Source: an optimization exercise on an open RTL-to-GDS flow (aim: a short achievable clock period and few clock cycles per item). Production flows keep margins and buffers that such runs may drop. Function was checked by simulation only, so behaviour that the tests miss may differ from the original.

==> flow/design.v, too long to show whole: its modules and the start of the top module <==
// module twrd_ctrl: 71 lines
// module twrd_dp: 1985 lines
// module twr_distance_with_majority_vote: 82 lines
module twr_distance_with_majority_vote #(
	parameter int HISTORY_DEPTH = 10
) (
	input  wire          clk,
	input  wire          arst_n,
	input  wire          in_valid,
	output logic         in_stall,
	input  wire          kind,
	input  wire  [31:0]  poll_tx_time,
	input  wire  [31:0]  reply_rx_time,
	input  wire  [31:0]  final_tx_time,
	input  wire  [39:0]  poll_rx_time,
	input  wire  [39:0]  reply_tx_time,
	input  wire  [39:0]  final_rx_time,
	output logic         out_valid,
	input  wire          out_stall,
	output logic [19:0]  new_distance_mm,
	output logic [19:0]  voted_distance_mm,
	output logic         divide_fault,
	input  wire          cfg_valid,
	output logic         cfg_ready,
	input  wire  [1:0]   cfg_index,
	input  wire  [23:0]  cfg_data
);
  // ...
==> flow/run.sh <==
#!/bin/bash
# synth_recipe.tcl (not shown) runs the flow's synth.tcl, then flattens the netlist and writes it again
# the make line also repeats each setting of config.mk as NAME=value (left out here)
make -C /OpenROAD-flow-scripts/flow DESIGN_CONFIG=/design/flow/config.mk WORK_HOME=/design/flow/orfs CLKGATE_MAP_FILE= SYNTH_SCRIPT=/design/flow/synth_recipe.tcl finish
==> flow/config.mk <==
export PLATFORM = sky130hd
export DESIGN_NAME = twr_distance_with_majority_vote
export DESIGN_NICKNAME = twr_distance_with_majority_vote
export VERILOG_FILES = /design/flow/design.v
export SDC_FILE = /design/flow/constraint.sdc
export NUM_CORES = 4
export LEC_CHECK = 0
export CAP_MARGIN = 20
export CORE_MARGIN = 2
export CORE_UTILIZATION = 28
export PLACE_DENSITY = 0.42
export SETUP_SLACK_MARGIN = 3.5
export SLEW_MARGIN = 20
==> flow/constraint.sdc <==
create_clock -name core_clock -period 8.0 [get_ports {clk}]
set_input_delay 1.6000 -clock core_clock [delete_from_list [all_inputs] [get_ports {clk}]]
set_output_delay 1.6000 -clock core_clock [all_outputs]
set_load 0.01 [all_outputs]
==> results.tsv, run 1 <==
stage	metric	value	unit
timing	post-route setup TNS	0	ns
clock_tree	number of CTS-inserted buffers	1173	
global_routing	GR peak layer	met2	
synthesis	Post-Synth Adder-Cell Area	0.236	
clock_tree	TritonCTS clock tree	done	
timing	Final Hold Fails	0	
setup_path	CP max stage delay	1.02	ns
synthesis	YS warnings	4	
hold_path	Hold Crit Depth	0	
synthesis	FFs w/ async S/R, synth	0.0166	
layout	Largest register FFs	1886	
layout	share of cells above drive strength 1	0.106	
synthesis	area fraction in compound gates after synthesis	0.157	
setup_path	crit-path max FO	23	
layout	Biggest Area Class	multi-input gates	
global_routing	met3 Use GR	0.0226	
setup_path	Startpoint Class	flip-flop	
hold_path	Worst Min Path Start	u_dp.d4_nb[28]$_DFF_P_	
layout	multi-input combinational cell area	325000	um2
layout	Final #Nets	64800	
run_status	run status	timing/DRC/antenna clean	
run	maxcap violations	0	
timing	Pins Over Slew Limit	0	
global_routing	met1 Track Usage GR	0.230	
setup_path	Crit. End Element	flip-flop	
synthesis	Synth area leader	dfxtp_1	
setup_path	reg-to-reg critical path startpoint	u_dp.i_da[20]$_DFF_P_	
route	met3 routed WL	82.2	mm
Testbench counts, summed over its fixed seeds: cycles 2,280, items 1,920.
==> inputs of run 2 (changes only) <==
--- a/flow/design.v
+++ b/flow/design.v
@@ -1529,54 +1529,60 @@
 	logic [19:0] h2;
 	logic [19:0] h3;
 	logic [19:0] h4;
 	logic [19:0] h5;
 	logic [19:0] h6;
 	logic [19:0] h7;
 	logic [19:0] h8;
 	logic [19:0] h9;
-	logic [9:0] hv;
 	always_ff @(posedge clk or negedge arst_n) begin
-		if (!arst_n) hv <= 10'd0;
-		else if (f_v) hv <= f_k ? 10'd0 : {hv[8:0], 1'b1};
-	end
-	always_ff @(posedge clk) begin
-		if (f_v) begin
-			h0 <= f_dist;
-			h1 <= h0;
-			h2 <= h1;
-			h3 <= h2;
-			h4 <= h3;
-			h5 <= h4;
-			h6 <= h5;
-			h7 <= h6;
-			h8 <= h7;
-			h9 <= h8;
+		if (!arst_n) begin
+			h0 <= 20'd0;
+			h1 <= 20'd0;
+			h2 <= 20'd0;
+			h3 <= 20'd0;
+			h4 <= 20'd0;
+			h5 <= 20'd0;
+			h6 <= 20'd0;
+			h7 <= 20'd0;
+			h8 <= 20'd0;
+			h9 <= 20'd0;
+		end else if (f_v) begin
+			h0 <= f_k ? 20'd0 : f_dist;
+			h1 <= f_k ? 20'd0 : h0;
+			h2 <= f_k ? 20'd0 : h1;
+			h3 <= f_k ? 20'd0 : h2;
+			h4 <= f_k ? 20'd0 : h3;
+			h5 <= f_k ? 20'd0 : h4;
+			h6 <= f_k ? 20'd0 : h5;
+			h7 <= f_k ? 20'd0 : h6;
+			h8 <= f_k ? 20'd0 : h7;
+			h9 <= f_k ? 20'd0 : h8;
 		end
 	end
 	logic s_v;
 	always_ff @(posedge clk or negedge arst_n) begin
 		if (!arst_n) s_v <= 1'b0;
 		else s_v <= f_v;
 	end
 	logic [0:0] s_f;
 	always_ff @(posedge clk) begin
 		s_f <= f_dz & ~f_k;
 	end
-	wire [19:0] va0 = ({20{hv[0]}} & h0);
-	wire [19:0] va1 = ({20{hv[9]}} & h9);
-	wire [19:0] va2 = ({20{hv[8]}} & h8);
-	wire [19:0] va3 = ({20{hv[7]}} & h7);
-	wire [19:0] va4 = ({20{hv[6]}} & h6);
-	wire [19:0] va5 = ({20{hv[5]}} & h5);
-	wire [19:0] va6 = ({20{hv[4]}} & h4);
-	wire [19:0] va7 = ({20{hv[3]}} & h3);
-	wire [19:0] va8 = ({20{hv[2]}} & h2);
-	wire [19:0] va9 = ({20{hv[1]}} & h1);
+	wire [19:0] va0 = h0;
+	wire [19:0] va1 = h9;
+	wire [19:0] va2 = h8;
+	wire [19:0] va3 = h7;
+	wire [19:0] va4 = h6;
+	wire [19:0] va5 = h5;
+	wire [19:0] va6 = h4;
+	wire [19:0] va7 = h3;
+	wire [19:0] va8 = h2;
+	wire [19:0] va9 = h1;
 	wire [22:0] ntol = ~{7'd0, tol};
 	wire [22:0] hp0_1_s = {3'd0, va0} ^ ~{3'd0, va1} ^ ntol;
 	wire [22:0] hp0_1_m = ({3'd0, va0} & ~{3'd0, va1}) | ({3'd0, va0} & ntol) | (~{3'd0, va1} & ntol);
 	wire [22:0] hp0_1_x = hp0_1_s + {hp0_1_m[21:0], 1'b1};
 	wire [22:0] hq0_1_s = {3'd0, va1} ^ ~{3'd0, va0} ^ ntol;
 	wire [22:0] hq0_1_m = ({3'd0, va1} & ~{3'd0, va0}) | ({3'd0, va1} & ntol) | (~{3'd0, va0} & ntol);
 	wire [22:0] hq0_1_x = hq0_1_s + {hq0_1_m[21:0], 1'b1};
 	wire [22:0] hp0_2_s = {3'd0, va0} ^ ~{3'd0, va2} ^ ntol;
==> flow/config.mk (replaced) <==
export PLATFORM = sky130hd
export DESIGN_NAME = twr_distance_with_majority_vote
export DESIGN_NICKNAME = twr_distance_with_majority_vote
export VERILOG_FILES = /design/flow/design.v
export SDC_FILE = /design/flow/constraint.sdc
export NUM_CORES = 4
export LEC_CHECK = 0
export CAP_MARGIN = 20
export CORE_MARGIN = 2
export CORE_UTILIZATION = 32
export PLACE_DENSITY = 0.48
export SETUP_SLACK_MARGIN = 4.5
export SLEW_MARGIN = 20
export TNS_END_PERCENT = 5
==> results.tsv, run 2 <==
stage	metric	value	unit	change
run_status	run status	timing/DRC/antenna clean		unchanged
run	maxcap violations	0		unchanged
synthesis	dominant synthesized flop cell	dfxtp_1		unchanged
timing	Final Skew	0.0992	ns	was 0.163 ns
synthesis	most frequent cell after synthesis	dfxtp_1		unchanged
synthesis	Mapped Cells	56300		about the same
setup_path	CP max-delay cell	nor2_1		was fa_1
synthesis	Yosys top cell area share	0.250		about the same
route	drt total wl	1750	mm	was 1900 mm
timing	post-layout min period	4.41	ns	was 4.62 ns
timing	Relative slew margins	0.148		was 0.191
setup_path	CP max stage delay	0.69	ns	was 1.02 ns
setup_path	Setup Crit Path Kind	reg2reg		unchanged
layout	fin cells	80700		was 83,500
global_routing	first-pass GRT wire length	2580	mm	was 2770 mm
die	core area	1720000	um2	was 1,960,000 um2
layout	Most flops, register	u_ctrl.q		unchanged
layout	synthesis-to-finish area growth	16.1	%	was 15.5%
clock_tree	clk buf depth	6		unchanged
setup_path	critical path's top delay family	adder cells		unchanged
synthesis	commonest cells in the synthesized netlist	dfxtp_1 (6,868), ha_1 (5,094), inv_1 (4,525)		was dfxtp_1 (6,868), ha_1 (5,094), inv_1 (4,469)
layout	Final #Nets	65000		was 64,800
setup_path	crit-path max FO	16		was 23
clock_tree	clock-pin slew on the worst setup and hold paths	0.08	ns	was 0.06 ns
route	WL/cell	21.7	um	was 22.8 um
setup_path	Worst Path Arrival	5.53	ns	was 5.77 ns
synthesis	post-synthesis average cell area	9.79	um2	was 9.77 um2
global_routing	largest net degree at the start of global routing	167		was 212
setup_path	reg-to-reg critical path startpoint	u_dp.i_da[5]$_DFF_P_		was u_dp.i_da[20]$_DFF_P_
setup_path	required time of the critical path	9.12	ns	was 9.15 ns
route	final routed DRC violation total	0		unchanged
place	DP Worst Slack	1.39	ns	was 1.30 ns
setup_path	Startpoint Class	flip-flop		unchanged
timing	final worst setup slack	3.59	ns	was 3.38 ns
place	DP Cell Count	77700		was 80,900
synthesis	Synth area leader	dfxtp_1		unchanged
layout	commonest non-fill, non-tap cell in the layout	dfxtp_1		unchanged
setup_path	worst path bufs/invs	2		was 4
hold_path	Hold Crit Class	in2async		was reg2reg
timing	RSZ-0062 raised after global routing	yes		unchanged
place	GPL Wtd Cong	0.896		was 0.927
clock_tree	TritonCTS clock tree	done		unchanged
die	die height	1.32	mm	was 1.41 mm
route	initial DRC count	27800		was 26,600
route	Post-DRT Antenna Nets	0		unchanged
setup_path	launch point of the worst path	u_dp.i_da[5]$_DFF_P_		was u_dp.i_da[20]$_DFF_P_
layout	Largest register FFs	1886		unchanged
clock_tree	clock sink count	9094		was 9,104
route	Vias	404000		was 403,000
route	top sig layer	met5		unchanged
synthesis	FFs w/ async S/R, synth	0.0375		was 0.0166
layout	FILL cells	171000		was 201,000
global_routing	vias in the first global route	400000		was 406,000
timing	Slew @ Worst Pin	1.27	ns	was 1.20 ns
clock_tree	number of CTS-inserted buffers	1171		was 1,173
setup_path	CP cell instances	clkinv_1 > nor2_1 > nand2_1 > o21ai_0 > a21oi_1 > fa_1 > inv_1 > fa_1 > fa_1		was inv_2 > buf_4 > nor2_2 > buf_4 > a211oi_1 > o22a_1 > fa_1 > fa_1 > inv_1 > fa_1
route	vias per cell	5.01		was 4.83
layout	multi-input combinational cell area	331000	um2	was 325,000 um2
clock_tree	worst skew pair latency	1.31	ns	was 1.36 ns
die	Ports	292		unchanged
synthesis	Post-synth EDFFs	1885		was 2,085
global_routing	total global-route track usage	0.195		was 0.186
layout	most frequent cells in the layout	dfxtp_1 (6,598), ha_1 (4,920), inv_1 (4,414)		was dfxtp_1 (6,651), ha_1 (5,072), inv_1 (4,362)
clock_tree	cts hold-fix bufs	0		unchanged
route	met3 routed WL	81.7	mm	was 82.2 mm
global_routing	global route overflow	0		unchanged
timing	post-route setup TNS	0	ns	unchanged
synthesis	post-synthesis register bit count	9094		was 9,104
setup_path	most used cell, CP	fa_1		unchanged
synthesis	post-synthesis cell area	551000	um2	was 550,000 um2
timing	Max Fclk	227	MHz	was 216 MHz
route	routed wl met2	840	mm	was 914 mm
die	Initial Util	0.320		was 0.281
synthesis	Seq/Total Area, Yosys	0.368		was 0.371
layout	FF/Latch Area	203000	um2	was 204,000 um2
place	HPWL after DPL	1240	mm	was 1400 mm
timing	Pins Over Slew Limit	0		unchanged
timing	# setup viols final	0		unchanged
synthesis	unique cell type count in the Yosys netlist	109		was 112
die	row cnt	482		was 514
timing	Final Hold Fails	0		unchanged
timing	period utilisation layout	0.552		was 0.578
clock_tree	H-tree depth	7		unchanged
global_routing	initial antenna violation count	129		was 116
setup_path	Crit. End Element	flip-flop		unchanged
clock_tree	clock root cell	clkbuf_16		unchanged
die	die area	1730000	um2	was 1,980,000 um2
synthesis	YS warnings	4		unchanged
synthesis	synth top area cells	dfxtp_1 (25%), ha_1 (12%), fa_1 (11%)		was dfxtp_1 (25%), ha_1 (12%), edfxtp_1 (11%)
route	first-pass iteration count of the detailed router	12		was 7
die	die width	1.32	mm	was 1.41 mm
route	wl on met1	741	mm	was 802 mm
layout	share of cells above drive strength 1	0.122		was 0.106
place	IO buf count	290		unchanged
[run 2: metrics by stage]
step                cell area, um2  hold WS, ns  utilization
CTS                         629000        0.140        0.366
global placement            582000        0.309        0.338
finish                      639000        0.268        0.372
detailed placement          582000        0.312        0.338
global route                639000        0.211        0.372
floorplan                   552000        0.310            -
[run 2: path summary, 6_finish.rpt]
check / end / slack (ns) / cells after the start
max reg2reg: u_dp.m1_r4[43]$_DFF_P_ / 3.59 / 9
min reg2reg: u_dp.v2_a1[1]$_DFF_P_ / 0.27 / 0
min: tol_w$_DFFE_PN0P_ / 0.27 / 1
max: u_dp.m1_r4[43]$_DFF_P_ / 3.59 / 9
max in group asynchronous: u_ctrl.q0[36]$_DFFE_PN0P_ / 5.85 / 3
min in group core_clock: u_dp.v2_a1[1]$_DFF_P_ / 0.27 / 0
[run 2: cell type report]
class                      count  area share
clock buffer                1613      0.0524
timing repair inverter         6   0.0000920
inverter                    4551      0.0273
sequential                  9094       0.318
timing repair buffer        2005      0.0317
antenna                      147    0.000575
tap                        23000      0.0450
clock inverter               398     0.00706
multi-input combinational  39900       0.518
[run 2: timing repair]
action,4_1_cts,5_1_grt
pin swaps,305,541
endpoints found under the hold margin,0,0
resized for setup,1143,1395
setup buffers,355,342
setup endpoints to repair,4167,4171
cloned,84,56
[run 2: kinds of logic after synthesis]
kind of cell / count (synthesis) / synth area share
DFF: 9094 / 0.368
other: 2 / 0.0000136
AOI/OAI and AO/OA: 13700 / 0.156
buffers and inverters: 7368 / 0.0507
xor gates and xnor gates: 2841 / 0.0452
muxes: 1554 / 0.0317
adders and majority gates: 8762 / 0.236
and+or+nand+nor: 13000 / 0.113
[run 2: worst register-to-register path: stages, from the launching register on]
cell and delay [ns]:
dfxtp_4 0.45, clkinv_1 0.44, nor2_1 0.69, nand2_1 0.22, o21ai_0 0.47, a21oi_1 0.30
fa_1 0.59, inv_1 0.05, fa_1 0.66, fa_1 0.44
[run 2: metal layers]
metal,GRT usage,vias to the layer above
li1,-,196000
met1,0.243,196000
met2,0.337,9015
met3,0.0249,2730
met4,0.0841,32
met5,0,-
Testbench counts of run 2, summed over its fixed seeds: cycles 2,280, items 1,920.

==> port drivers added, routing unchanged <==
How much do the figures lean on ideal ports? The routed layouts below were timed once more, with nothing changed but the port constraints. Step 1: set_driving_cell puts a clkbuf_16 on clk and a buf_2 on each other input, an assumption about the parent block. Step 2 moves the port delays by t, midway between the first and last clock arrival at a register: inputs arrive t later, outputs are due t later. That takes back most of the time a late clock gives input paths. Three values: ideal ports, drivers, drivers and shift; two values: the first two.
| run | t (ns) | setup slack, ns | latest minus earliest clock arrival (ns) | worst slew at a driven data input, ns | cell pins on the clock port's net |
|---|---|---|---|---|---|
| run 1 | 1.488 | 3.376 / 3.376 / 2.302 | 0.202 / 0.201 | 0.15 | 1 |
| run 2 | 1.423 | 3.588 / 3.588 / 2.345 | 0.146 / 0.146 | 0.34 | 1 |
After both steps every run listed still meets setup and hold. The setup slack of run 2, which loses most, moves by 0.000 ns with the drivers and by -1.243 ns with both steps.
